From an optimization exercise on the open Yosys and OpenROAD flow, aimed at small area; shortcuts taken in it are not production practice. Function was checked by simulation only, so behaviour that the tests miss may differ from the original.

==> flow/design.v (outline; a module is shown in full before it is edited, if it fits) <==
// module dwt_fa: 4 lines
// module dwt_fir_mac: 1568 lines
// module dwt_analysis_stage: 109 lines
module dwt_analysis_stage (
    input  logic              clk,
    input  logic              rstn,
    input  logic              clr,
    input  logic              in_valid,
    input  logic signed [8:0] in_data,
    input  logic              coef_we,
    input  logic              coef_sel,
    input  logic [3:0]        coef_addr,
    input  logic signed [8:0] coef_wdata,
    output logic signed [15:0] lo_data,
    output logic signed [15:0] hi_data,
    output logic              out_valid,
    output logic              sat_flag
);
  // ...
==> flow/run.sh <==
#!/bin/bash
# synth_recipe.tcl (not shown) runs the flow's synth.tcl, then flattens the netlist and writes it again
# the make line also repeats each setting of config.mk as NAME=value (left out here)
make -C /OpenROAD-flow-scripts/flow DESIGN_CONFIG=/design/flow/config.mk WORK_HOME=/design/flow/orfs CLKGATE_MAP_FILE= SYNTH_SCRIPT=/design/flow/synth_recipe.tcl finish
==> flow/config.mk <==
export PLATFORM = sky130hd
export DESIGN_NAME = dwt_analysis_stage
export DESIGN_NICKNAME = dwt_analysis_stage
export VERILOG_FILES = /design/flow/design.v
export SDC_FILE = /design/flow/constraint.sdc
export NUM_CORES = 4
export LEC_CHECK = 0
export CAP_MARGIN = 20
export CORE_MARGIN = 2
export CORE_UTILIZATION = 40
export CTS_BUF_LIST = sky130_fd_sc_hd__clkbuf_8
export SLEW_MARGIN = 20
export SYNTH_HIERARCHICAL = 1
export SYNTH_MINIMUM_KEEP_SIZE = 0
==> flow/constraint.sdc <==
create_clock -name core_clock -period 7.0 [get_ports {clk}]
set_input_delay 1.4000 -clock core_clock [delete_from_list [all_inputs] [get_ports {clk}]]
set_output_delay 1.4000 -clock core_clock [all_outputs]
set_load 0.01 [all_outputs]
==> flow_metrics.env, run 1 <==
export IMPL_taps=518
export IMPL_drcViolationCount=0
export IMPL_ant_nets=0
export IMPL_ctsHoldBuffers=0
export IMPL_seq_area_share_pct=30.6
export IMPL_synth_top_area_share_pct=38.6
export IMPL_gp_congestion=0.920
export IMPL_cts_resized=0
export IMPL_finalSetupTns_ns=0
export IMPL_synth_edff_count=78
export IMPL_die_y_microns=202
export IMPL_fin_crit_ns=6.68
export IMPL_synth_cell_types=49
export IMPL_synth_top_family_by_area="adder cells"
export IMPL_status="complete, no violations"
export IMPL_synth_adder_area_share_pct=40.2
export IMPL_crit_path_end="u_q[15]"
export IMPL_drtIter0Drc=613
export IMPL_ys_ff_latch=200
export IMPL_hold_viol=0
export IMPL_rsz0062_at_grt="false"
export IMPL_antenna_cells=1
export IMPL_fillers=3520
export IMPL_hpwl_microns=30700
export IMPL_m1WireLength_microns=16000
export IMPL_nets=1605
export IMPL_wl_met3_microns=2270
export IMPL_max_cap_viol_count=0
export IMPL_die_area_sq_mm=0.0408
export IMPL_synth_compound_area_share_pct=3.14
export IMPL_insertion_delay_ns=0.53
export IMPL_wl_per_cell_microns=22.0
export IMPL_grt_usage_pct=20.7
export IMPL_synthArstFlopShare_pct=40.5
export IMPL_pre_cts_slack_ns=0.297
==> run 2, diff against run 1 <==
--- a/flow/config.mk
+++ b/flow/config.mk
@@ -8,7 +8,6 @@
 export CAP_MARGIN = 20
 export CORE_MARGIN = 2
 export CORE_UTILIZATION = 40
-export CTS_BUF_LIST = sky130_fd_sc_hd__clkbuf_8
 export SLEW_MARGIN = 20
 export SYNTH_HIERARCHICAL = 1
 export SYNTH_MINIMUM_KEEP_SIZE = 0
==> flow_metrics.env, run 2 <==
export IMPL_max_cap_viol_count=0
export IMPL_ys_flop_type="edfxtp_1"
export IMPL_top_regs="hi_c_q x36, lo_c_q x36"
export IMPL_cts_buffers=17
export IMPL_post_cts_buffers=0
export IMPL_drv_slew=0
export IMPL_synth_edff_count=78
export IMPL_setup_slack_ns=0.314
export IMPL_nets=1605
export IMPL_setup_violations=0
export IMPL_final_cell_mix="fa_1 (302), nand2_1 (300), mux2_2 (108)"
export IMPL_hold_class="reg2reg"
export IMPL_critPathLaunchType="flop"
export IMPL_core_area_sq_mm=0.0386
export IMPL_cts_max_path_buffers=2
export IMPL_drcViolationCount=0
export IMPL_dr_total_vias=9409
export IMPL_fin_area_sq_mm=0.0173
export IMPL_synthArstFlopShare_pct=40.5
export IMPL_antenna_cells=0
export IMPL_max_slew_margin_pct=31.5
export IMPL_yosys_top_cells_area="fa_1 (39%), edfxtp_1 (15%), mux2_2 (7.8%)"
export IMPL_path_class="reg2reg"
export IMPL_tightest_slew_ns=1.03
export IMPL_layout_commonest_cell="fa_1"
export IMPL_ant_nets=0
export IMPL_status="complete, no violations"
export IMPL_die_y_microns=202
export IMPL_grt_met3_usage_pct=4.61
export IMPL_gp_congestion=0.920
export IMPL_tritoncts="built"
export IMPL_endpoint_kind="flop"
export IMPL_yosys_warnings=9
export IMPL_fin_crit_sh_pct=95.5
export IMPL_finalSetupTns_ns=0
export IMPL_synth_most_common_cell="fa_1"
export IMPL_root_buffer="clkbuf_16"
export IMPL_clk_pin_slew_ns=0.08
export IMPL_cp_required_ns=7.36
export IMPL_synth_yosys_seq_area_share_pct=33.5
export IMPL_area_growth_pct=10.6
export IMPL_layout_drive_gt1_share_pct=15.6
export IMPL_final_util_pct=44.8
export IMPL_place_area_sq_mm=0.0167
export IMPL_yosysTopAreaCell="fa_1"
export IMPL_clkSinkCount=200
export IMPL_viasPerCell=5.27
export IMPL_ys_ff_latch=200
export IMPL_wl_per_cell_microns=22.0
export IMPL_busiest_layer="met2"
export IMPL_arrival_ns=7.05
export IMPL_crit_fanout=37
export IMPL_hpwl_microns=30700
export IMPL_row_count=72
export IMPL_routed_wl_microns=39300
export IMPL_fmax_ghz=0.150
export IMPL_grt_usage_pct=20.8
export IMPL_netlist_instances=1238
export IMPL_die_area_sq_mm=0.0408
export IMPL_htreeDepth=4
export IMPL_syn_area_per_cell_sq_um=12.7
export IMPL_finClkSkew_ns=0.0147
export IMPL_fin_crit_ns=6.69
export IMPL_insertion_delay_ns=0.46
export IMPL_portBuffers=61
export IMPL_grt_pass1_wl_microns=62400
export IMPL_drtIter0Drc=606
export IMPL_dr_pass1_iters=5
export IMPL_rsz0062_at_grt="false"
export IMPL_antenna_found_initial=0
export IMPL_overflow=0
export IMPL_io_pins=62
export IMPL_grt_max_degree=82
export IMPL_yosys_top_cells_count="fa_1 (302), nand2_1 (300), mux2_2 (108)"
export IMPL_fp_dieW_microns=202
export IMPL_synth_cell_types=49
export IMPL_synth_top_area_share_pct=38.6
export IMPL_grt_use_met2_pct=34.9
export IMPL_hold_viol=0
export IMPL_start_util_pct=40.6
export IMPL_pre_cts_slack_ns=0.297
export IMPL_syn_area_sq_mm=0.0157
export IMPL_grt_pass1_vias=10600
export IMPL_grt_use_met1_pct=25.7
==> run 2: cell type report <==
cell class                 count  area [sq um]
fill                        3494         21300
timing repair buffer          63           639
tap                          518           648
sequential                   200          5240
multi-input combinational    966         10200
clock buffer                  18           439
inverter                       7          26.3
clock inverter                14           165
==> run 2: path summary, 6_finish.rpt <==
| check | depth (start not counted) | start | endpoint | slack [ns] |
|---|---|---|---|---|
| hold / removal | 0 | w1d_q[3] | w2d_q[3] | 0.40 |
| max in group asynchronous | 1 | rstn | v2_q | 5.50 |
| setup / recovery | 17 | v1_q | u_q[15] | 0.31 |
| min in group asynchronous | 1 | rstn | lo_c_q[3][7] | 0.96 |
| hold reg to reg | 0 | w1d_q[3] | w2d_q[3] | 0.40 |
| setup reg to reg | 17 | v1_q | u_q[15] | 0.31 |
==> run 2: what timing repair did <==
item	CTS	global route
setup endpoints to repair	0	1
hold buffers	0	0
resized for setup	0	1
==> run 2: cells by family after synthesis <==
kind of cell	share of synthesized area, %
simple gates	12.6
fa+ha+maj	40.2
flops	33.5
mux	7.76
buf+inv	2.10
compound gates	3.14
xor+xnor	0.726
other cells	0.0479
==> run 2: routing by layer <==
layer / vias to the layer above / share of wire (%)
met5: - / 0
met4: 0 / 4.1
met3: 79 / 5.9
met2: 350 / 50
met1: 4944 / 40
li1: 4036 / -
==> run 2: worst max-delay path, cell delays in order (launching register included) <==
cell and delay (ns):
dfrtp_1 0.37, buf_12 0.23, mux2_2 0.44, and2_1 0.18
fa_1 0.57, fa_1 0.44, fa_1 0.40, fa_1 0.59
fa_1 0.46, fa_1 0.39, fa_1 0.51, fa_1 0.41
ha_1 0.39, nand2_1 0.07, o21ai_0 0.50, a22oi_2 0.18
o2111a_1 0.18, a311oi_1 0.26
==> run 2: through the flow <==
step,hold WS [ns],cells
3_5_place_dp,0.393,1754
5_1_grt,0.417,1786
6_report,0.401,1786
4_1_cts,0.404,1786
3_3_place_gp,0.395,1754
2_1_floorplan,0.366,1252
==> run 2: per-module statistics from Yosys (local to each module, per instance) <==
module	flip-flops and latches	copies in the design	area, sq um	cells
dwt_fir_mac	0	1	2490	508
dwt_fa	0	302	20.0	1
dwt_analysis_stage	200	1	7140	428

[afterwards: timing with drivers on the ports]
The results above use ideal ports. As a check the final layouts listed here were re-extracted and re-timed, cells and wires unchanged. Step 1 sets driving cells, clkbuf_16 on the clock port and buf_2 on the other inputs (assumed; they add their load-dependent delay and slew). Step 2 adds t to the input delays and takes it off the output delays; t is the mean of the earliest and latest rising clock arrival at the registers after step 1. Input paths then give back, and output paths get back, about the clock's delay inside the block. Slacks: no drivers / after step 1 / after step 2; pairs: no drivers / after step 1.
run | t (ns) | slack for setup (ns) | worst setup path at the end | worst register clock-pin slew, ns
run 1 | 0.564 | 0.318 / 0.318 / 0.318 | register to register | 0.12 / 0.12
run 2 | 0.506 | 0.314 / 0.314 / 0.314 | register to register | 0.08 / 0.08
After both steps every run listed still meets setup and hold.
